Context: an optimization exercise on an open-source flow, tuned for small area, a short achievable clock period and few clock cycles per item. The choices shown serve that exercise and are no tape-out recipe.
The RTL was checked by simulation tests, not by an equivalence proof against the original design.

## flow/design.v (module list and top-level ports; edited modules follow where they fit)
// module real_mul_pre: 226 lines
// module real_mul_tree: 1724 lines
// module real_mul_add: 518 lines
// module real_mul_fin: 440 lines
// module real_mul_arbiter: 117 lines
module real_mul_arbiter #(
  parameter  int N_REQ = 4,
  localparam int ID_W  = $clog2(N_REQ)
) (
  input  logic                  clk,
  input  logic                  rst,
  input  logic [N_REQ-1:0]      req_valid,
  output logic [N_REQ-1:0]      req_ready,
  input  logic [real_mul_arbiter_pkg::OP_W*N_REQ-1:0] req_op1,
  input  logic [real_mul_arbiter_pkg::OP_W*N_REQ-1:0] req_op2,
  output logic                  rsp_valid,
  input  logic                  rsp_ready,
  output logic [ID_W-1:0]       rsp_id,
  output logic [real_mul_arbiter_pkg::OP_W-1:0] rsp_result,
  output logic                  busy,
  output logic [real_mul_arbiter_pkg::CNT_W-1:0] ops_done
);
  // ...
==> flow/flow/run.sh <==
#!/bin/bash
# The standard layout (the standard.sh, unchanged synthesis and steps), except that the
# port buffers that global placement inserts on every input and output are plain buf_2 cells
# instead of the delay cells buffer_ports picks by default.
set -euo pipefail
export BUFFER_PORTS_ARGS="-buffer_cell sky130_fd_sc_hd__buf_2"
bash standard.sh > standard_flow.log 2>&1
==> flow/standard.sh <==
#!/bin/bash
# synth_recipe.tcl (not shown) runs the flow's synth.tcl, then flattens the netlist and writes it again
# the make line also repeats each setting of config.mk as NAME=value (left out here)
make -C /OpenROAD-flow-scripts/flow DESIGN_CONFIG=/design/flow/config.mk WORK_HOME=/design/flow/orfs CLKGATE_MAP_FILE= SYNTH_SCRIPT=/design/flow/synth_recipe.tcl "${@:-finish}"
==> flow/config.mk <==
export PLATFORM = sky130hd
export DESIGN_NAME = real_mul_arbiter
export DESIGN_NICKNAME = real_mul_arbiter
export VERILOG_FILES = /design/flow/design.v
export SDC_FILE = /design/flow/constraint.sdc
export NUM_CORES = 4
export LEC_CHECK = 0
export CAP_MARGIN = 20
export CORE_MARGIN = 2
export CORE_UTILIZATION = 40
export SETUP_SLACK_MARGIN = 5.0
export SLEW_MARGIN = 20
==> flow/constraint.sdc <==
create_clock -name core_clock -period 10.5 [get_ports {clk}]
set_input_delay 2.1000 -clock core_clock [delete_from_list [all_inputs] [get_ports {clk}]]
set_output_delay 2.1000 -clock core_clock [all_outputs]
set_load 0.01 [all_outputs]
==> qor.txt, run 1 <==
status: finished clean
IO Port Bufs: 606
Data buffer area share: 7.365%
Setup TNS: 0 ns
final hold viol count: 0
Setup crit start: rsp_ready
estimated wirelength of the detail-placed design: 122.6 mm
Synth top area share: 26.97%
Pre-Repair DR Iteration Count: 6
WL/cell: 24.12 µm
initial drt markers: 3,712
crit-path leading delay family: buffers and inverters
CP max stage delay: 0.40 ns
CTS tree: built
Post-CTS Hold Buffers: 0
max cap viols: 0
Max clock buf depth: 3
Tmin final: 5.387 ns
Register-to-Register Path Depth: 16
DP Worst Slack: 4.323 ns
inverters: 589
Syn Nets: 6,090
Post-Synth Adder-Cell Area: 25.67%
met3 WL: 15.82 mm
WL final: 168.6 mm
multi-input combinational area share: 56.04%
CP endpoint kind: output pin
fmax: 185.6 MHz
crit path to: req_ready[3]
Testbench counts, summed over its fixed seeds: cycles 3,232, items 3,200.
==> run 2: changes to the inputs <==
==> flow/flow/run.sh (replaced) <==
#!/bin/bash
# The standard layout (the standard.sh, unchanged synthesis and steps), except that the
# port buffers that global placement inserts on every input and output are plain buf_1 cells
# instead of the delay cells buffer_ports picks by default.
set -euo pipefail
export BUFFER_PORTS_ARGS="-buffer_cell sky130_fd_sc_hd__buf_1"
bash standard.sh > standard_flow.log 2>&1
--- a/flow/config.mk
+++ b/flow/config.mk
@@ -8,5 +8,6 @@
 export CAP_MARGIN = 20
 export CORE_MARGIN = 2
 export CORE_UTILIZATION = 40
+export CTS_BUF_LIST = sky130_fd_sc_hd__clkbuf_4 sky130_fd_sc_hd__clkbuf_8
 export SETUP_SLACK_MARGIN = 5.0
 export SLEW_MARGIN = 20
==> run 2 against run 1 <==
  * Still clean on timing, DRC and antenna
  * Core utilization down 0.49 points
  * Maximum frequency up 0.45%
  * Global-route usage about the same
  * Register-to-register slack better by 0.18 ns
  * Cell area down 1.1%
  * Critical path depth down 1
==> qor.txt, run 2 <==
Post-synth EDFFs: 446
Crit Path Category: input pin to output pin
max-slew violations: 0
worst setup margin: 5.137 ns
commonest non-fill, non-tap cell in the layout: a22oi_1
IO Port Bufs: 606 (unchanged)
clk sinks: 484
met3 WL: 15.33 mm (-3.1%)
CP max-delay cell: nand4_1
simple-gate portion of the synthesized area: 6.972%
Yosys top cell by area: edfxtp_1
largest family of logic cells by synthesized area: adder cells
Largest Register: cs_q
Tcrit/Tclk final: 51.07%
leading registers by flop count: cs_q (158), pre_q (144), mid_q (80)
RD Place Congestion: 0.8831
Final Cell Area: 55,910 µm²
Hold WS: 0.4116 ns
estimated wirelength of the detail-placed design: 121.6 mm (-0.80%)
fin nets: 6,579
met2 WL post-DR: 74.51 mm
Max clock buf depth: 3 (unchanged)
Die Footprint: 127,000 µm²
Data required, critical path: 8.40 ns
Worst-path clk slew: 0.06 ns
Gate Count Post-Synth: 4,855
Pre-Repair DR Iteration Count: 7 (+1)
first-pass GRT wire length: 251.7 mm
Synth warnings: 2
crit path DAT: 3.26 ns
Layout fillers: 11.76k
CP max stage delay: 0.27 ns (-0.13 ns)
Die W: 356.3 µm
most frequent CP cell: buf_1
Clock Latency Late Sink: 0.79 ns
CTS Root Cell: clkbuf_8
Remaining Overflow, GRT: 0
initial drt markers: 3,918 (+5.5%)
WL final: 168.7 mm (about the same)
max FFs per register: 158
max_slew headroom: 17.89%
RSZ-0062 raised after global routing: false
largest net degree at the start of global routing: 155
Top-Level Pins: 607
Primary FF master, synth: edfxtp_1
final hold viol count: 0 (unchanged)
multiplexer area fraction after synthesis: 0.6123%
vias in the first global route: 40.62k
ys async rst share: 7.851%
met1 wire length: 71.95 mm
sequential fraction of the synthesis area: 28.89%
DRT antenna net count: 0
DRC Markers: 0
ordered cell list for the critical path: buf_1 -> nor2b_4 -> inv_16 -> nand4_1 -> nor2_1 -> buf_1
FP Rows: 129
Syn-to-layout area delta: 12.60%
xor and xnor area share after synthesis: 12.79%
top cells by area in the synthesized netlist: edfxtp_1 (27%), fa_1 (20%), a22oi_1 (11%)
distinct cell type count after synthesis: 85
share of layout cells above drive strength 1: 7.308%
overall global routing resource usage: 26.29%
core area: 123,500 µm²
Avg Inst Size Synth: 10.23 µm²
HP Class: register to register
DP Area: 53,550 µm²
initial antenna violation count: 23
max cap viols: 0 (unchanged)
Vias: 40.29k
CP Launch Type: input pin
most frequent cells in the layout: a22oi_1 (703), buf_1 (605), inv_1 (580)
Setup TNS: 0 ns (unchanged)
Post-Synth Adder-Cell Area: 25.67% (unchanged)
CTS tree: built
CP endpoint kind: output pin
Top Layer Used: met5
Initial Util: 40.21%
synthesized cell area: 49,650 µm²
Synth top area share: 26.97% (unchanged)
Compound-Gate Fraction of Synth Area: 17.67%
DR vias/cell: 5.703
most frequent cell after synthesis: a22oi_1
WL/cell: 23.88 µm (-0.99%)
fmax: 186.5 MHz (+0.45%)
crit-path leading delay family: buffers and inverters
DP Worst Slack: 4.168 ns (-0.1551 ns)
WP buf/inv: 3
Tmin final: 5.363 ns (-0.02391 ns)
Post-synth top cells: a22oi_1 (703), inv_1 (580), fa_1 (503)
CTS H-tree lvls: 3
Worst Path Max Fanout: 45
Die Height: 356.3 µm
final clock skew: 0.04583 ns
synthesized flop and latch total: 484
status: finished clean
Final setup viols: 0
Worst Tran Pin Value: 1.232 ns
CTS buffer count: 95
Syn Nets: 6,090 (unchanged)
run 2: cell counts after synthesis:
Identical to the previous run, type by type.
run 2: routing by layer:
layer / track usage (%) / up-vias
met5: 0 / -
met2: 40.00 / 2144
met1: 36.24 / 19850
li1: - / 17930
met4: 10.67 / 8
met3: 5.939 / 357
run 2: final timing paths:
path	start	end	slack, ns	cells after the start
max	rsp_ready	req_ready[1]	5.14	6
min	cs_q[145]	mid_q[67]	0.41	0
max reg2reg	pre_q[99]	cs_q[86]	5.41	16
min reg2reg	cs_q[145]	mid_q[67]	0.41	0
max in group asynchronous	rst	s3_id[1]	8.75	2
min in group asynchronous	rst	sel[2]	1.25	1
run 2: worst reg2reg max path, delay by kind of cell (launching register included):
| kind | cells | cell delay (ns) |
|---|---|---|
| adders and majority gates | 6 | 2.86 |
| AOI/OAI and AO/OA | 2 | 0.34 |
| DFF | 1 | 0.98 |
| buffers and inverters | 5 | 0.28 |
| xor gates and xnor gates | 1 | 0.21 |
| and+or+nand+nor | 2 | 0.19 |
run 2: stage by stage:
| stage | instances | utilization, % |
|---|---|---|
| 2_1_floorplan | 4855 | - |
| 3_3_place_gp | 6852 | 43.35 |
| 3_5_place_dp | 6854 | 43.37 |
| 4_1_cts | 7028 | 45.05 |
| 5_1_grt | 7064 | 45.28 |
| 6_report | 7064 | 45.28 |
run 2: cell type report:
class                      instances  area (µm²)  area share, %
antenna                            8       20.02        0.03581
clock buffer                     121        1509          2.699
clock inverter                    51       521.8         0.9332
inverter                         589        2235          3.997
multi-input combinational       3409       31670          56.65
sequential                       484       14360          25.68
tap                             1637        2048          3.663
timing repair buffer             764        3535          6.322
timing repair inverter             1       8.758        0.01567
run 2: repair_timing:
item                       CTS  global route
cloned                       1             0
hold endpoints to repair     0             0
setup endpoints to repair    8             3
hold buffers                 0             0
setup buffers                1            25
resized for setup            8             1
run 2: logic make-up (layout without fill, tap and decap cells):
| kind of cell | count (synthesis) | after routing |
|---|---|---|
| AOI/OAI and AO/OA | 1219 | 1219 |
| and+or+nand+nor | 721 | 721 |
| other | 0 | 8 |
| DFF | 484 | 484 |
| buffers and inverters | 962 | 1526 |
| muxes | 27 | 27 |
| xor gates and xnor gates | 725 | 725 |
| adders and majority gates | 717 | 717 |

==> port drivers added, routing unchanged <==
How much do the figures lean on ideal ports? The routed layouts below were timed once more, with nothing changed but the port constraints. Step 1, drivers: a clkbuf_16 drives clk and a buf_2 each remaining input, both assumed. Step 2, shift: input delay + t, output delay - t, t = (earliest + latest rising clock arrival at the registers) / 2. This alone moves slack from input paths to output paths. Three values: ideal, step 1, step 2; two values: the first two.
| run | t, ns | setup WS [ns] | worst setup path after step 2 | worst register clock-pin slew, ns | worst data-port slew with drivers (ns) |
|---|---|---|---|---|---|
| run 1 | 0.739 | 5.113 / 5.087 / 4.837 | input to register | 0.08 / 0.08 | 0.26 |
| run 2 | 0.845 | 5.137 / 5.105 / 5.002 | input to register | 0.07 / 0.07 | 0.24 |
After both steps every run listed still meets setup and hold. For run 1, which loses most, drivers alone change the setup slack by -0.026 ns; drivers and shift together by -0.276 ns.
